This is an optimization exercise on Yosys and OpenROAD, whose aim is small area, a short achievable clock period and few clock cycles, not a production implementation.

== rev 12 ==
## outline_to_path_commands
module outline_to_path_commands (
  input  wire logic                 clk_i,
  input  wire logic                 rst_ni,
  input  wire logic                 in_valid_i,
  output logic                      in_stall_o,
  input  wire logic signed [15:0]   point_x_i,
  input  wire logic signed [15:0]   point_y_i,
  input  wire logic                 on_curve_i,
  input  wire logic                 cubic_control_i,
  input  wire logic                 contour_end_i,
  input  wire logic                 outline_end_i,
  output logic                      out_valid_o,
  input  wire logic                 out_stall_i,
  output logic [2:0]                command_o,
  output logic [1:0]                error_kind_o,
  output logic signed [15:0]        ax_o,
  output logic signed [15:0]        ay_o,
  output logic signed [15:0]        bx_o,
  output logic signed [15:0]        by_o,
  output logic signed [15:0]        cx_o,
  output logic signed [15:0]        cy_o,
  output logic                      run_last_o
);
==> module outline_to_path_commands, before the edit <==
module outline_to_path_commands (
  input  wire logic                 clk_i,
  input  wire logic                 rst_ni,
  input  wire logic                 in_valid_i,
  output logic                      in_stall_o,
  input  wire logic signed [15:0]   point_x_i,
  input  wire logic signed [15:0]   point_y_i,
  input  wire logic                 on_curve_i,
  input  wire logic                 cubic_control_i,
  input  wire logic                 contour_end_i,
  input  wire logic                 outline_end_i,
  output logic                      out_valid_o,
  input  wire logic                 out_stall_i,
  output logic [2:0]                command_o,
  output logic [1:0]                error_kind_o,
  output logic signed [15:0]        ax_o,
  output logic signed [15:0]        ay_o,
  output logic signed [15:0]        bx_o,
  output logic signed [15:0]        by_o,
  output logic signed [15:0]        cx_o,
  output logic signed [15:0]        cy_o,
  output logic                      run_last_o
);
  logic        acc;
  logic        more;
  logic        d_vld;
  logic [13:0] d_desc;
  logic [1:0]  d_rem;
  logic        k0_conic, k0_cubic;
  logic [31:0] s, p0, p1, x;
  logic [31:0] a, b, c;
  assign in_stall_o = more || (out_valid_o && out_stall_i);
  assign acc        = in_valid_i && !in_stall_o;
  otpc_decode u_decode (
    .clk_i      (clk_i),
    .rst_ni     (rst_ni),
    .acc_i      (acc),
    .px_i       (point_x_i),
    .py_i       (point_y_i),
    .on_i       (on_curve_i),
    .cubic_i    (cubic_control_i),
    .cend_i     (contour_end_i),
    .oend_i     (outline_end_i),
    .d_vld_o    (d_vld),
    .d_desc_o   (d_desc),
    .d_rem_o    (d_rem),
    .k0_conic_o (k0_conic),
    .k0_cubic_o (k0_cubic),
    .s_o        (s),
    .p0_o       (p0),
    .p1_o       (p1),
    .x_o        (x)
  );
  otpc_outbuf u_outbuf (
    .clk_i       (clk_i),
    .rst_ni      (rst_ni),
    .acc_i       (acc),
    .d_vld_i     (d_vld),
    .d_desc_i    (d_desc),
    .d_rem_i     (d_rem),
    .k0_conic_i  (k0_conic),
    .k0_cubic_i  (k0_cubic),
    .s_i         (s),
    .p0_i        (p0),
    .p1_i        (p1),
    .x_i         (x),
    .more_o      (more),
    .out_valid_o (out_valid_o),
    .out_stall_i (out_stall_i),
    .cmd_o       (command_o),
    .err_o       (error_kind_o),
    .a_o         (a),
    .b_o         (b),
    .c_o         (c),
    .last_o      (run_last_o)
  );
  assign ax_o = a[31:16];
  assign ay_o = a[15:0];
  assign bx_o = b[31:16];
  assign by_o = b[15:0];
  assign cx_o = c[31:16];
  assign cy_o = c[15:0];
endmodule
clock: 5.5 ns
lec_check: 0
cap_margin: 20
core_margin: 2
core_utilization: 40
setup_slack_margin: 2.4
slew_margin: 20
standard.sh (not shown) runs the stock make flow with config.mk's settings and CLKGATE_MAP_FILE= SYNTH_SCRIPT=/design/flow/synth_recipe.tcl, a recipe that flattens the netlist after the stock synthesis.
==> flow/flow/run.sh <==
#!/bin/bash
# The standard layout, with the ports buffered by plain buf_2 cells rather
# than the delay cells buffer_ports picks on its own.
set -euo pipefail
bash standard.sh "BUFFER_PORTS_ARGS=-buffer_cell sky130_fd_sc_hd__buf_2" finish > make_finish.log 2>&1
Rev 12 ran to completion and came out clean on the timing, DRC and antenna checks.
The inputs of rev 13 differ from those of rev 12 as listed below.
-- flow/design.v --
<<< rev 12, line 286
  logic [31:0] s, p0, p1, x;
  logic [31:0] a, b, c;
  assign in_stall_o = more || (out_valid_o && out_stall_i);
  assign acc        = in_valid_i && !in_stall_o;
  otpc_decode u_decode (
    .clk_i      (clk_i),
    .rst_ni     (rst_ni),
    .acc_i      (acc),
    .px_i       (point_x_i),
    .py_i       (point_y_i),
    .on_i       (on_curve_i),
    .cubic_i    (cubic_control_i),
    .cend_i     (contour_end_i),
    .oend_i     (outline_end_i),
    .d_vld_o    (d_vld),
    .d_desc_o   (d_desc),
>>> rev 13, line 286
  logic [31:0] s, p0, p1, x;
  logic [31:0] a, b, c;
  logic [35:0] pt_q;
  logic        vld_q;
  logic        take_in;
  assign acc        = vld_q && !more && !(out_valid_o && out_stall_i);
  assign in_stall_o = vld_q && !acc;
  assign take_in    = in_valid_i && !in_stall_o;
  always_ff @(posedge clk_i or negedge rst_ni) begin
    if (!rst_ni) begin
      vld_q <= 1'b0;
    end else if (take_in) begin
      vld_q <= 1'b1;
    end else if (acc) begin
      vld_q <= 1'b0;
    end
  end
  always_ff @(posedge clk_i) begin
    if (take_in) begin
      pt_q <= {point_x_i, point_y_i, on_curve_i, cubic_control_i, contour_end_i,
               outline_end_i};
    end
  end
  otpc_decode u_decode (
    .clk_i      (clk_i),
    .rst_ni     (rst_ni),
    .acc_i      (acc),
    .px_i       (pt_q[35:20]),
    .py_i       (pt_q[19:4]),
    .on_i       (pt_q[3]),
    .cubic_i    (pt_q[2]),
    .cend_i     (pt_q[1]),
    .oend_i     (pt_q[0]),
    .d_vld_o    (d_vld),
    .d_desc_o   (d_desc),
[summary]
Rev 13 vs. rev 12: die area went up by 2600 µm².
Number of antenna violations at the first check in global routing: rev 13 vs rev 12 down 1
The end of the critical path comes out u_decode.p1y_q[7] in one run and bx_o[5] in the other, namely in rev 12 and rev 13 respectively.
Synthesized area (higher): rev 13
The arrival time of the worst setup path in rev 13 was lower than what rev 12 gave.
Rev 13 ended up with a higher tapcell count than rev 12 did.
The post-layout net count of rev 13 is higher than that of rev 12.
A master of the slowest instance on the critical path of a222oi_1 is what rev 13 shows, while or4_4 belongs to rev 12.
Going from rev 12 to rev 13, the ratio of final minimum period to clock period was found to have gone up by 0.22 points.
No run of this note included a check of the RTL's function; only the layout flow was run.

[port drivers added, routing unchanged]
How much do the figures lean on ideal ports? The routed layouts below were timed once more, with nothing changed but the port constraints.
Step 1 (the two cells are an assumption about what drives the block):
set clk [get_ports {clk_i}]
set_driving_cell -lib_cell sky130_fd_sc_hd__clkbuf_16 $clk
set_driving_cell -lib_cell sky130_fd_sc_hd__buf_2 [delete_from_list [all_inputs] $clk]
Step 2 adds t to the input delays and takes it off the output delays; t is the mean of the earliest and latest rising clock arrival at the registers after step 1. Input paths then give back, and output paths get back, about the clock's delay inside the block.
a / b / c = ideal / step 1 / step 2; a / b = the first two.
| run | t (ns) | setup slack, ns | latest minus earliest clock arrival (ns) | slew at the worst register clock pin (ns) | worst slew at a driven data input, ns |
|---|---|---|---|---|---|
| rev 12 | 0.480 | 2.428 / 2.410 / 1.967 | 0.012 / 0.012 | 0.07 / 0.07 | 0.05 |
| rev 13 | 0.483 | 2.416 / 2.367 / 2.480 | 0.017 / 0.016 | 0.07 / 0.07 | 0.04 |
After both steps setup and hold are still met in every run listed. The setup slack of rev 12, which loses most, moves by -0.018 ns with the drivers and by -0.461 ns with both steps.
